What follows belongs to an exercise in optimizing a design on an open flow for small area; a production flow would make more cautious choices. Where RTL was checked, it was by simulation tests only, not by an equivalence proof against the original. No activity file was given, so power comes from the tool's default toggle rates.

Setup of the previous run:
==> flow/design.v <==
package ws2812_fade_source_pkg;
  typedef enum logic [1:0] {
    ST_GAP    = 2'd0,
    ST_SEND   = 2'd1,
    ST_TAIL   = 2'd2,
    ST_UPDATE = 2'd3
  } state_t;
  localparam int CH_G       = 0;
  localparam int CH_R       = 1;
  localparam int CH_B       = 2;
  localparam int CH_PER_LED = 3;
endpackage
module fade_step (
  input  logic [7:0] cur,
  input  logic [7:0] tgt,
  input  logic [7:0] random,
  input  logic       en,
  input  logic       fresh,
  output logic [7:0] cur_next,
  output logic [7:0] tgt_next
);
  logic       up, eq, step, load;
  logic [7:0] flip;
  assign up   = cur < tgt;
  assign eq   = cur == tgt;
  assign step = en && !eq;
  assign load = en && (eq || fresh);
  always_comb begin
    flip[0] = 1'b1;
    for (int i = 1; i < 8; i++) flip[i] = flip[i-1] && (cur[i-1] == up);
  end
  assign cur_next = fresh ? 8'h00 : (cur ^ (flip & {8{step}}));
  assign tgt_next = load ? random : tgt;
endmodule
module ws2812_fade_source #(
  parameter int LED_COUNT  = 16,
  parameter int FADE_DIV   = 4,
  parameter int GAP_CYCLES = 1000
) (
  input  logic       CLK,
  input  logic       RST,
  input  logic [7:0] random,
  input  logic       data_request,
  output logic       trigger,
  output logic [7:0] data,
  output logic       more_data
);
  localparam int NBYTES = ws2812_fade_source_pkg::CH_PER_LED * LED_COUNT;
  localparam int GRP    = 4;
  localparam int NGRP   = NBYTES / GRP;
  localparam int PW     = $clog2(GRP);
  localparam int CNT_W  = $clog2(((GAP_CYCLES > NBYTES) ? GAP_CYCLES : NBYTES) + 1);
  localparam int FDIV_W = (FADE_DIV > 1) ? $clog2(FADE_DIV) : 1;
  localparam logic [CNT_W-1:0]  GAP_LAST  = CNT_W'(GAP_CYCLES - 1);
  localparam logic [CNT_W-1:0]  IDX_LAST  = CNT_W'(NBYTES - 1);
  localparam logic [FDIV_W-1:0] FDIV_LAST = FDIV_W'(FADE_DIV - 1);
  logic send, tail, upd;
  logic fresh;
  logic [CNT_W-1:0]  cnt;
  logic [FDIV_W-1:0] fdiv;
  logic [GRP-1:0] ph;
  logic [PW-1:0] pp, pu;
  logic [7:0] cur [NBYTES];
  logic [7:0] tgt [NBYTES];
  logic [7:0] rnd_q [GRP-1];
  logic          gap, inc, last;
  logic          req_p, req_u;
  logic          due, rot, turn, rot_upd;
  logic [PW-1:0] pp_next, pu_next, dsel;
  logic [GRP-1:0] hs;
  logic [7:0]    rnd_d;
  logic [7:0]    cur_in, tgt_in;
  function automatic logic ones_of(input logic [CNT_W-1:0] v, input logic [CNT_W-1:0] c);
    ones_of = ((v & c) == c);
  endfunction
  assign gap   = !(send || tail || upd);
  assign req_p = send && data_request;
  assign req_u = upd;
  assign inc   = gap || req_p || req_u;
  assign last  = gap ? ones_of(cnt, GAP_LAST) : ones_of(cnt, IDX_LAST);
  assign due     = pp != '0 || pu != '0 || req_p || req_u;
  assign rot     = ph[0] && due;
  assign turn    = (ph[GRP-1:1] != '0) || !due;
  assign rot_upd = (pp == '0) && (pu != '0 || req_u);
  assign pp_next = pp + PW'(req_p) - PW'(rot && !rot_upd);
  assign pu_next = pu + PW'(req_u) - PW'(rot && rot_upd);
  assign dsel  = upd ? pu : pu + cnt[PW-1:0];
  assign rnd_d = (dsel == '0) ? random : rnd_q[dsel - PW'(1)];
  fade_step u_fade_step (
    .cur      (cur[0]),
    .tgt      (tgt[0]),
    .random   (rnd_d),
    .en       (rot_upd),
    .fresh    (fresh),
    .cur_next (cur_in),
    .tgt_next (tgt_in)
  );
  always_ff @(posedge CLK or posedge RST) begin
    if (RST) begin
      send  <= 1'b0;
      tail  <= 1'b0;
      upd   <= 1'b0;
      fresh <= 1'b1;
      cnt   <= '0;
      fdiv  <= '0;
      ph    <= GRP'(1);
      pp    <= '0;
      pu    <= '0;
    end else begin
      if (inc) begin
        cnt <= last ? '0 : cnt + CNT_W'(1);
      end
      if (gap && last) begin
        send <= 1'b1;
      end
      if (req_p && last) begin
        send <= 1'b0;
        tail <= 1'b1;
      end
      if (tail && data_request) begin
        tail <= 1'b0;
        fdiv <= (fdiv == FDIV_LAST) ? '0 : fdiv + FDIV_W'(1);
        if (fdiv == FDIV_LAST) upd <= 1'b1;
      end
      if (upd && last) begin
        upd <= 1'b0;
      end
      if (rot && rot_upd && pu_next == '0 && (!upd || last)) begin
        fresh <= 1'b0;
      end
      ph <= rot ? ph : {ph[GRP-2:0], ph[GRP-1]};
      pp <= pp_next;
      pu <= pu_next;
    end
  end
  always_ff @(posedge CLK) begin
    rnd_q[0] <= random;
    for (int i = 1; i < GRP - 1; i++) rnd_q[i] <= rnd_q[i-1];
    for (int g = 0; g < NGRP; g++) begin
      for (int j = 0; j < GRP - 1; j++) begin
        cur[g*GRP+j] <= cur[g*GRP+j+1];
        tgt[g*GRP+j] <= tgt[g*GRP+j+1];
      end
      if (g == NGRP - 1) begin
        cur[g*GRP+GRP-1] <= (cur[g*GRP] & {8{turn}}) | (cur_in & {8{rot}});
        tgt[g*GRP+GRP-1] <= (tgt[g*GRP] & {8{turn}}) | (tgt_in & {8{rot}});
      end else begin
        cur[g*GRP+GRP-1] <= (cur[g*GRP] & {8{turn}}) | (cur[g*GRP+GRP] & {8{rot}});
        tgt[g*GRP+GRP-1] <= (tgt[g*GRP] & {8{turn}}) | (tgt[g*GRP+GRP] & {8{rot}});
      end
    end
  end
  always_comb begin
    hs = '0;
    for (int j = 0; j < GRP; j++)
      for (int i = 0; i < GRP; i++)
        if (ph[j] && int'(pp) == (i + j) % GRP) hs[i] = send && !fresh;
  end
  always_comb begin
    data = 8'h00;
    for (int i = 0; i < GRP; i++) data = data | (cur[i] & {8{hs[i]}});
  end
  assign trigger   = send;
  assign more_data = send;
endmodule
Settings: LEC_CHECK=0, CAP_MARGIN=20, CORE_MARGIN=2, CORE_UTILIZATION=65, CTS_BUF_LIST=sky130_fd_sc_hd__clkbuf_8, CTS_CLUSTER_DIAMETER=60, CTS_CLUSTER_SIZE=20, GPL_ROUTABILITY_DRIVEN=1, PLACE_DENSITY=0.75, SLEW_MARGIN=20; clock period 10.0 ns.
standard.sh (not shown) runs the stock make flow with config.mk's settings and CLKGATE_MAP_FILE= SYNTH_SCRIPT=/design/flow/synth_recipe.tcl, a recipe that flattens the netlist after the stock synthesis.
==> flow/flow/run.sh <==
#!/bin/bash
# Layout flow: the standard synthesis, then its combinational logic mapped
# again by ABC for area (the registers are kept as synthesis made them, names
# and cell types), then the standard layout from floorplan on, with the
# port buffers made of the smallest buffer cell. Each tool writes its own log
# in this folder.
set -euo pipefail
HERE=$(pwd)
RES=$HERE/orfs/results/$FLOW_PLATFORM/ws2812_fade_source/base
LIB=$FLOW_HOME/platforms/$FLOW_PLATFORM/lib/sky130_fd_sc_hd__tt_025C_1v80.lib

# 1. Standard synthesis.
bash standard.sh synth > synth.log 2>&1
cp "$RES/1_2_yosys.v" "$HERE/synth_standard.v"

# 2. Area remap of the logic between the registers.
sed -e "s|@LIB@|$LIB|g" \
    -e "s|@IN@|$HERE/synth_standard.v|" \
    -e "s|@OUT@|$RES/1_2_yosys.v|" \
    -e "s|@ABC@|$HERE/flow/area.abc|" \
    flow/remap.ys.in > remap.ys
yosys -s remap.ys > remap.log 2>&1
printf 'read_liberty -lib %s\nread_verilog %s\nhierarchy -top %s\ncheck -assert\n' \
  "$LIB" "$RES/1_2_yosys.v" "$FLOW_TOP" > remap_check.ys
yosys -s remap_check.ys > remap_check.log 2>&1
rm -f "$RES/1_synth.odb" "$RES/1_synth.sdc"

# 3. Standard layout from the remapped netlist.
export BUFFER_PORTS_ARGS="-buffer_cell sky130_fd_sc_hd__buf_1"
bash standard.sh > layout.log 2>&1
==> flow/flow/area.abc <==
&get -n
&st
&syn2
&dch
&nf -a
&st
&syn2
&dch
&nf -a
&put
==> flow/flow/remap.ys.in <==
# Remap the combinational logic of the standard synthesis for area.
read_liberty -overwrite -ignore_miss_func -setattr liberty_cell @LIB@
read_verilog @IN@
hierarchy -top ws2812_fade_source
# Registers stay as they are: same instances, names and cells.
setattr -mod -set keep_hierarchy 1 sky130_fd_sc_hd__df*
flatten
opt_clean -purge
abc -liberty @LIB@ -script @ABC@ -dont_use sky130_fd_sc_hd__probe* -dont_use sky130_fd_sc_hd__lpflow*
opt_clean -purge
hilomap -singleton -hicell sky130_fd_sc_hd__conb_1 HI -locell sky130_fd_sc_hd__conb_1 LO
insbuf -buf sky130_fd_sc_hd__buf_1 A X
splitnets
opt_clean -purge
setattr -mod -unset keep_hierarchy sky130_fd_sc_hd__df*
stat -liberty @LIB@
# Write the top module only, not the library cells read above.
select ws2812_fade_source
write_verilog -noattr -nohex -nodec -selected @OUT@
### the previous run -> the current run
--- a/flow/design.v
+++ b/flow/design.v
@@ -57,12 +57,13 @@
   logic send, tail, upd;
   logic fresh;
   logic [CNT_W-1:0]  cnt;
   logic [FDIV_W-1:0] fdiv;
   logic [GRP-1:0] ph;
   logic [PW-1:0] pp, pu;
+  logic [PW-1:0] dsel_q;
   logic [7:0] cur [NBYTES];
   logic [7:0] tgt [NBYTES];
   logic [7:0] rnd_q [GRP-1];
   logic          gap, inc, last;
   logic          req_p, req_u;
   logic          due, rot, turn, rot_upd;
@@ -81,13 +82,13 @@
   assign due     = pp != '0 || pu != '0 || req_p || req_u;
   assign rot     = ph[0] && due;
   assign turn    = (ph[GRP-1:1] != '0) || !due;
   assign rot_upd = (pp == '0) && (pu != '0 || req_u);
   assign pp_next = pp + PW'(req_p) - PW'(rot && !rot_upd);
   assign pu_next = pu + PW'(req_u) - PW'(rot && rot_upd);
-  assign dsel  = upd ? pu : pu + cnt[PW-1:0];
+  assign dsel  = upd ? pu : dsel_q;
   assign rnd_d = (dsel == '0) ? random : rnd_q[dsel - PW'(1)];
   fade_step u_fade_step (
     .cur      (cur[0]),
     .tgt      (tgt[0]),
     .random   (rnd_d),
     .en       (rot_upd),
@@ -131,12 +132,13 @@
       ph <= rot ? ph : {ph[GRP-2:0], ph[GRP-1]};
       pp <= pp_next;
       pu <= pu_next;
     end
   end
   always_ff @(posedge CLK) begin
+    dsel_q   <= dsel;
     rnd_q[0] <= random;
     for (int i = 1; i < GRP - 1; i++) rnd_q[i] <= rnd_q[i-1];
     for (int g = 0; g < NGRP; g++) begin
       for (int j = 0; j < GRP - 1; j++) begin
         cur[g*GRP+j] <= cur[g*GRP+j+1];
         tgt[g*GRP+j] <= tgt[g*GRP+j+1];
Changes observed in the current run relative to the previous run: data arrival time of the critical path has increased; vias per cell has decreased; net switching component of the power has increased.
Diff the previous run..the current run | area used by sequential logic in the layout | negligible
Delta (the current run minus the previous run): placed instance area shows no meaningful change; number of cells produced by synthesis has decreased; detailed-placement wirelength estimate -1.6%; multi-input gate area in the final layout went down by 1.0%; ratio of cells with drive above 1 in the final layout about even.
In the tables for the previous run and the current run, worst path setup slack after routing reads lower with the current run.
Higher sequential fraction of total cell area was reported by the current run, not the previous run.
Function not checked in the previous run: the RTL went through the layout flow alone.

## static timing again, ports no longer ideal
In the flow no input, the clock included, has a driving cell. The finished layouts below were timed again as built, in two steps. Step 1: set_driving_cell puts a clkbuf_16 on CLK and a buf_2 on each other input, an assumption about the parent block. Step 2 times the ports against the registers' clock, not the clock port: input delays grow and output delays shrink by t, the midpoint of the rising clock arrivals with the driver on. Three values: ideal ports, drivers, drivers and shift; two values: the first two.
| run | t (ns) | setup WS [ns] | worst setup path after step 2 | slew at the worst register clock pin (ns) |
|---|---|---|---|---|
| the previous run | 0.623 | 5.214 / 5.166 / 5.247 | input to register | 0.12 / 0.12 |
| the current run | 0.633 | 4.930 / 4.880 / 5.159 | input to register | 0.12 / 0.12 |
After both steps every run listed still meets setup and hold.
